From an optimization exercise on the open Yosys and OpenROAD flow, aimed at small area, a short achievable clock period and few clock cycles; shortcuts taken in it are not production practice.
RTL that was checked went through simulation tests only; none was proved equivalent to the original.
No activity file was given, so power comes from the tool's default toggle rates.

==> flow/design.v <==
package pix_pkg;
	localparam int PIXEL_BITS = 8;
	localparam int LANES      = 4;                   
	typedef logic [PIXEL_BITS-1:0]       pixel_t;
	typedef logic [LANES*PIXEL_BITS-1:0] beat_t;    
	localparam int LINE_BEATS   = 4;                 
	localparam int STORED_LINES = 4;                 
	typedef logic [1:0] col_t;                       
	typedef logic [2:0] row_cnt_t;                   
endpackage
package filt_pkg;
	typedef logic [1:0] rot_t;
	typedef logic [7:0] coeff_t;
	localparam coeff_t H_EDGE   = 8'd6;
	localparam coeff_t H_NEAR   = 8'd58;
	localparam coeff_t H_CENTER = 8'd128;
	typedef logic [15:0] prod_t;                     
	typedef logic [17:0] sum_t;                      
	localparam sum_t ROUND_BIAS  = 18'd128;
	localparam int   ROUND_SHIFT = 8;
endpackage
`timescale 1ns/1ps
module y_filter_top
(
	input  logic  clock,
	input  logic  reset,
	input  logic  in_valid,
	output logic  in_ready,
	input  pix_pkg::beat_t in_data,
	input  logic  in_first,
	output logic  out_valid,
	input  logic  out_ready,
	output pix_pkg::beat_t out_data
);
	localparam int LANES = pix_pkg::LANES;
	localparam int PB    = pix_pkg::PIXEL_BITS;
	localparam int LB    = pix_pkg::LINE_BEATS;
	localparam int DEPTH = LB * pix_pkg::STORED_LINES - 2;    
	logic           adv;                                 
	logic           accept;
	pix_pkg::beat_t sr [DEPTH];                          
	logic [9:0]     g2 [LANES];                          
	logic [9:0]     u2 [LANES];                          
	logic [14:0]    p [LANES];                           
	pix_pkg::col_t  col;
	logic [2:0]     row;
	pix_pkg::beat_t res;
	assign adv      = !out_valid || out_ready;
	assign in_ready = adv;
	assign accept   = adv && in_valid;
	pix_pkg::col_t eff_col;
	logic [2:0]    eff_row;
	assign eff_col = in_first ? pix_pkg::col_t'(0) : col;
	assign eff_row = in_first ? 3'd0 : row;
	always_ff @(posedge clock) begin
		if (reset) begin
			col <= '0;
			row <= '0;
		end else if (accept) begin
			col <= eff_col + pix_pkg::col_t'(1);
			if (eff_col == pix_pkg::col_t'(LB - 1) && !eff_row[2]) begin
				row <= eff_row + 3'd1;
			end else begin
				row <= eff_row;
			end
		end
	end
	function automatic logic [29:0] csa(input logic [14:0] a, input logic [14:0] b, input logic [14:0] c);
		csa = {(a & b) | (a & c) | (b & c), a ^ b ^ c};
	endfunction
	function automatic logic [14:0] add15(input logic [14:0] a, input logic [14:0] b);
		logic [14:0] g;
		logic [14:0] p;
		logic [14:0] gg;
		logic [14:0] pp;
		g  = a & b;
		p  = a ^ b;
		gg = g;
		pp = p;
		for (int lv = 0; lv < 4; lv++) begin
			for (int i = 0; i < 15; i++) begin
				if ((i >> lv) & 1) begin
					int j;
					j = ((i >> lv) << lv) - 1;
					gg[i] = gg[i] | (pp[i] & gg[j]);
					pp[i] = pp[i] & pp[j];
				end
			end
		end
		add15 = p ^ {gg[13:0], 1'b0};
	endfunction
	function automatic logic [14:0] cpa1(input logic [29:0] cs);
		cpa1 = add15(cs[14:0], {cs[28:15], 1'b1});
	endfunction
	always_ff @(posedge clock) begin
		if (accept) begin
			sr[0] <= in_data;
			for (int k = 1; k < DEPTH; k++) begin
				sr[k] <= sr[k-1];
			end
			for (int l = 0; l < LANES; l++) begin
				logic [14:0] t;
				logic [14:0] gx;
				t      = cpa1(csa(15'(sr[13][l*PB +: PB]), ~(15'(sr[9][l*PB +: PB])), ~(15'(sr[1][l*PB +: PB]))));
				g2[l] <= t[9:0];
				t      = cpa1(csa(15'(sr[9][l*PB +: PB]), 15'(sr[1][l*PB +: PB]), {6'd0, sr[5][l*PB +: PB], 1'b1}));
				u2[l] <= t[9:0];
				gx     = {{5{g2[l][9]}}, g2[l]};
				p[l]  <= cpa1(csa({gx[13:0], 1'b1}, gx, {u2[l], 5'd0}));
			end
		end
	end
	always_comb begin
		for (int l = 0; l < LANES; l++) begin
			logic [14:0] acc;
			acc = cpa1(csa(p[l], {6'd0, in_data[l*PB +: PB], 1'b0}, {7'd0, in_data[l*PB +: PB]}));
			res[l*PB +: PB] = acc[14:7];
		end
	end
	always_ff @(posedge clock) begin
		if (reset) begin
			out_valid <= 1'b0;
		end else if (adv) begin
			out_valid <= in_valid && eff_row[2];         
		end
	end
	always_ff @(posedge clock) begin
		if (accept) begin
			out_data <= res;
		end
	end
endmodule
export LEC_CHECK = 0
export ABC_AREA = 1
export CAP_MARGIN = 20
export CORE_MARGIN = 2
export CORE_UTILIZATION = 55
export CTS_BUF_LIST = sky130_fd_sc_hd__clkbuf_8
export CTS_CLUSTER_DIAMETER = 50
export CTS_CLUSTER_SIZE = 18
export SETUP_SLACK_MARGIN = 2.9
export SLEW_MARGIN = 20
create_clock -name core_clock -period 5.5 [get_ports {clock}]
run.sh (not shown) runs the stock make flow with config.mk's settings and CLKGATE_MAP_FILE= SYNTH_SCRIPT=/design/flow/synth_recipe.tcl, a recipe that flattens the netlist after the stock synthesis.
Edit:
--- a/flow/design.v
+++ b/flow/design.v
@@ -86,8 +86,11 @@
 					pp[i] = pp[i] & pp[j];
 				end
 			end
 		end
+		for (int i = 2; i < 15; i = i * 2) begin
+			gg[i] = (g[i] | (p[i] & g[i-1])) | ((p[i] & p[i-1]) & gg[i-2]);
+		end
 		add15 = p ^ {gg[13:0], 1'b0};
 	endfunction
 	function automatic logic [14:0] cpa1(input logic [29:0] cs);
 		cpa1 = add15(cs[14:0], {cs[28:15], 1'b1});
=>
- synthesized area came out higher by 0.87%
- final area came out lower by 0.64%
- via count rises by 5.3%
- total power rose by 3.1%
- die area climbs by 0.86%
- sequential power barely changes
- count of clock-buffer cells in the layout went up by 10
- worst setup slack gains 0.041 ns
- critical path depth drops by 1
- core utilization shrinks by 0.78 points
- non-clock buffer count is lower by 47
Testbench counts after the change, summed over its fixed seeds: cycles 3,080.
Function not checked in the first run of this note: the RTL went through the layout flow alone.

Another version of the RTL of y_filter_top (not shown whole).
For scale: about 2000 cells after synthesis, ~680 flip-flops, roughly 71 I/O pins, about 30000 um2 of cells after synthesis.
==> module y_filter_top, before the edit <==
module y_filter_top
(
	input  logic  clock,
	input  logic  reset,
	input  logic  in_valid,
	output logic  in_ready,
	input  pix_pkg::beat_t in_data,
	input  logic  in_first,
	output logic  out_valid,
	input  logic  out_ready,
	output pix_pkg::beat_t out_data
);
	localparam int LANES = pix_pkg::LANES;
	localparam int PB    = pix_pkg::PIXEL_BITS;
	localparam int LB    = pix_pkg::LINE_BEATS;
	localparam int DEPTH = LB * pix_pkg::STORED_LINES - 2;    
	logic           adv;                                 
	logic           accept;
	pix_pkg::beat_t sr [DEPTH];                          
	logic [9:0]     g2 [LANES];                          
	logic [11:0]    g3 [LANES];                          
	logic [9:0]     u [LANES];                           
	logic [6:0]     w [LANES];
	logic           uw_valid;
	pix_pkg::col_t  col;
	logic [2:0]     row;
	logic           s_valid;
	pix_pkg::beat_t s_data;
	pix_pkg::beat_t res;
	assign in_ready = adv;
	assign accept   = adv && in_valid;
	pix_pkg::col_t eff_col;
	logic [2:0]    eff_row;
	assign eff_col = in_first ? pix_pkg::col_t'(0) : col;
	assign eff_row = in_first ? 3'd0 : row;
	always_ff @(posedge clock) begin
		if (reset) begin
			col <= '0;
			row <= '0;
		end else if (accept) begin
			col <= eff_col + pix_pkg::col_t'(1);
			if (eff_col == pix_pkg::col_t'(LB - 1) && !eff_row[2]) begin
				row <= eff_row + 3'd1;
			end else begin
				row <= eff_row;
			end
		end
	end
	always_ff @(posedge clock) begin
		if (reset) begin
			uw_valid <= 1'b0;
		end else if (adv) begin
			uw_valid <= in_valid && eff_row[2];          
		end
	end
	function automatic logic [14:0] add15(input logic [14:0] a, input logic [14:0] b);
		logic [14:0] g;
		logic [14:0] p;
		logic [14:0] gg;
		logic [14:0] pp;
		g  = a & b;
		p  = a ^ b;
		gg = g;
		pp = p;
		for (int lv = 0; lv < 4; lv++) begin
			for (int i = 0; i < 15; i++) begin
				if ((i >> lv) & 1) begin
					int j;
					j = ((i >> lv) << lv) - 1;
					gg[i] = gg[i] | (pp[i] & gg[j]);
					pp[i] = pp[i] & pp[j];
				end
			end
		end
		add15 = p ^ {gg[13:0], 1'b0};
	endfunction
	function automatic logic [29:0] csa(input logic [14:0] a, input logic [14:0] b, input logic [14:0] c);
		csa = {(a & b) | (a & c) | (b & c), a ^ b ^ c};
	endfunction
	function automatic logic [14:0] cpa1(input logic [29:0] cs);
		cpa1 = add15(cs[14:0], {cs[28:15], 1'b1});
	endfunction
	always_ff @(posedge clock) begin
		if (accept) begin
			sr[0] <= in_data;
			for (int k = 1; k < DEPTH; k++) begin
				sr[k] <= sr[k-1];
			end
			for (int l = 0; l < LANES; l++) begin
				logic [14:0] t;
				logic [14:0] gx;
				t      = cpa1(csa(15'(sr[13][l*PB +: PB]), ~(15'(sr[9][l*PB +: PB])), ~(15'(sr[1][l*PB +: PB]))));
				g2[l] <= t[9:0];
				gx     = {{5{g2[l][9]}}, g2[l]};
				t      = add15({gx[13:0], 1'b1}, gx);
				g3[l] <= t[11:0];
				t      = cpa1(csa({{3{g3[l][11]}}, g3[l]}, {6'd0, in_data[l*PB +: PB], 1'b1}, {7'd0, in_data[l*PB +: PB]}));
				w[l]  <= t[11:5];
				t      = cpa1(csa(15'(sr[11][l*PB +: PB]), 15'(sr[3][l*PB +: PB]), {6'd0, sr[7][l*PB +: PB], 1'b1}));
				u[l]  <= t[9:0];
			end
		end
	end
	always_comb begin
		for (int l = 0; l < LANES; l++) begin
			logic [14:0] acc;
			acc = add15({5'd0, u[l]}, {{8{w[l][6]}}, w[l]});
			res[l*PB +: PB] = acc[9:2];
		end
	end
	always_ff @(posedge clock) begin
		if (reset) begin
			out_valid <= 1'b0;
			s_valid   <= 1'b0;
			adv       <= 1'b1;
		end else if (s_valid) begin
			if (out_ready) begin
				s_valid <= 1'b0;
				adv     <= 1'b1;
			end
		end else if (!out_valid || out_ready) begin
			out_valid <= uw_valid;
		end else if (uw_valid) begin
			s_valid <= 1'b1;
			adv     <= 1'b0;
		end
	end
	always_ff @(posedge clock) begin
		if (!out_valid || out_ready) begin
			out_data <= s_valid ? s_data : res;
		end
		if (adv) begin
			s_data <= res;
		end
	end
endmodule
clock: 5.5 ns
lec_check: 0
abc_area: 1
cap_margin: 20
core_margin: 2
core_utilization: 55
cts_buf_list: sky130_fd_sc_hd__clkbuf_8
cts_cluster_diameter: 50
cts_cluster_size: 18
setup_slack_margin: 2.9
slew_margin: 20
Change:
--- a/flow/design.v
+++ b/flow/design.v
@@ -39,17 +39,14 @@
 	logic           adv;                                 
 	logic           accept;
 	pix_pkg::beat_t sr [DEPTH];                          
 	logic [9:0]     g2 [LANES];                          
-	logic [11:0]    g3 [LANES];                          
-	logic [9:0]     u [LANES];                           
-	logic [6:0]     w [LANES];
-	logic           uw_valid;
+	logic [9:0]     u2 [LANES];                          
+	logic [14:0]    p [LANES];                           
 	pix_pkg::col_t  col;
 	logic [2:0]     row;
-	logic           s_valid;
-	pix_pkg::beat_t s_data;
 	pix_pkg::beat_t res;
+	assign adv      = !out_valid || out_ready;
 	assign in_ready = adv;
 	assign accept   = adv && in_valid;
 	pix_pkg::col_t eff_col;
 	logic [2:0]    eff_row;
@@ -67,15 +64,11 @@
 				row <= eff_row;
 			end
 		end
 	end
-	always_ff @(posedge clock) begin
-		if (reset) begin
-			uw_valid <= 1'b0;
-		end else if (adv) begin
-			uw_valid <= in_valid && eff_row[2];          
-		end
-	end
+	function automatic logic [29:0] csa(input logic [14:0] a, input logic [14:0] b, input logic [14:0] c);
+		csa = {(a & b) | (a & c) | (b & c), a ^ b ^ c};
+	endfunction
 	function automatic logic [14:0] add15(input logic [14:0] a, input logic [14:0] b);
 		logic [14:0] g;
 		logic [14:0] p;
 		logic [14:0] gg;
@@ -95,11 +88,8 @@
 			end
 		end
 		add15 = p ^ {gg[13:0], 1'b0};
 	endfunction
-	function automatic logic [29:0] csa(input logic [14:0] a, input logic [14:0] b, input logic [14:0] c);
-		csa = {(a & b) | (a & c) | (b & c), a ^ b ^ c};
-	endfunction
 	function automatic logic [14:0] cpa1(input logic [29:0] cs);
 		cpa1 = add15(cs[14:0], {cs[28:15], 1'b1});
 	endfunction
 	always_ff @(posedge clock) begin
@@ -112,47 +102,31 @@
 				logic [14:0] t;
 				logic [14:0] gx;
 				t      = cpa1(csa(15'(sr[13][l*PB +: PB]), ~(15'(sr[9][l*PB +: PB])), ~(15'(sr[1][l*PB +: PB]))));
 				g2[l] <= t[9:0];
+				t      = cpa1(csa(15'(sr[9][l*PB +: PB]), 15'(sr[1][l*PB +: PB]), {6'd0, sr[5][l*PB +: PB], 1'b1}));
+				u2[l] <= t[9:0];
 				gx     = {{5{g2[l][9]}}, g2[l]};
-				t      = add15({gx[13:0], 1'b1}, gx);
-				g3[l] <= t[11:0];
-				t      = cpa1(csa({{3{g3[l][11]}}, g3[l]}, {6'd0, in_data[l*PB +: PB], 1'b1}, {7'd0, in_data[l*PB +: PB]}));
-				w[l]  <= t[11:5];
-				t      = cpa1(csa(15'(sr[11][l*PB +: PB]), 15'(sr[3][l*PB +: PB]), {6'd0, sr[7][l*PB +: PB], 1'b1}));
-				u[l]  <= t[9:0];
+				p[l]  <= cpa1(csa({gx[13:0], 1'b1}, gx, {u2[l], 5'd0}));
 			end
 		end
 	end
 	always_comb begin
 		for (int l = 0; l < LANES; l++) begin
 			logic [14:0] acc;
-			acc = add15({5'd0, u[l]}, {{8{w[l][6]}}, w[l]});
-			res[l*PB +: PB] = acc[9:2];
+			acc = cpa1(csa(p[l], {6'd0, in_data[l*PB +: PB], 1'b0}, {7'd0, in_data[l*PB +: PB]}));
+			res[l*PB +: PB] = acc[14:7];
 		end
 	end
 	always_ff @(posedge clock) begin
 		if (reset) begin
 			out_valid <= 1'b0;
-			s_valid   <= 1'b0;
-			adv       <= 1'b1;
-		end else if (s_valid) begin
-			if (out_ready) begin
-				s_valid <= 1'b0;
-				adv     <= 1'b1;
-			end
-		end else if (!out_valid || out_ready) begin
-			out_valid <= uw_valid;
-		end else if (uw_valid) begin
-			s_valid <= 1'b1;
-			adv     <= 1'b0;
+		end else if (adv) begin
+			out_valid <= in_valid && eff_row[2];         
 		end
 	end
 	always_ff @(posedge clock) begin
-		if (!out_valid || out_ready) begin
-			out_data <= s_valid ? s_data : res;
-		end
 		if (adv) begin
-			s_data <= res;
+			out_data <= res;
 		end
 	end
 endmodule
After rerunning: Critical path depth is lower by 5. Synthesized area is lower by 4.3%. Register-to-register slack gets worse by 0.02 ns. Die area falls by 4.2%. Combinational power went up by 5.6%. Sequential power went down by 11%. Power drops by 4.4%. Maximum frequency shrinks by 1.2%. Worst hold slack degrades by 0.0065 ns. Non-clock buffer count decreases by 12. Core utilization went up by 0.35 points. Design area is lower by 3.9%. Cell count climbs by 0.79%. Synthesized cell count goes up by 2.8%.
Testbench counts after the change, summed over its fixed seeds: cycles 3,080.
No functional check of the RTL was part of the first run of this note.

## afterwards: timing with drivers on the ports
How much do the figures lean on ideal ports? The routed layouts below were timed once more, with nothing changed but the port constraints. Step 1 (the two cells are an assumption about what drives the block):
set clk [get_ports {clock}]
set_driving_cell -lib_cell sky130_fd_sc_hd__clkbuf_16 $clk
set_driving_cell -lib_cell sky130_fd_sc_hd__buf_2 [delete_from_list [all_inputs] $clk]
Step 2 moves the port delays by t, midway between the first and last clock arrival at a register: inputs arrive t later, outputs are due t later. That takes back most of the time a late clock gives input paths. Three values: ideal ports, drivers, drivers and shift; two values: the first two.
run | t, ns | slack for setup (ns) | worst data-port slew with drivers (ns)
the first run of note 1 | 0.710 | 2.881 / 2.882 / 2.203 | 0.05
the second run of note 1 | 0.697 | 2.923 / 2.909 / 2.237 | 0.06
the first run of note 2 | 0.704 | 2.860 / 2.898 / 2.194 | 0.05
the second run of note 2 | 0.738 | 2.827 / 2.803 / 2.177 | 0.05
After both steps setup and hold are still met in every run listed. For the second run of note 1, which loses most, drivers alone change the setup slack by -0.014 ns; drivers and shift together by -0.686 ns.
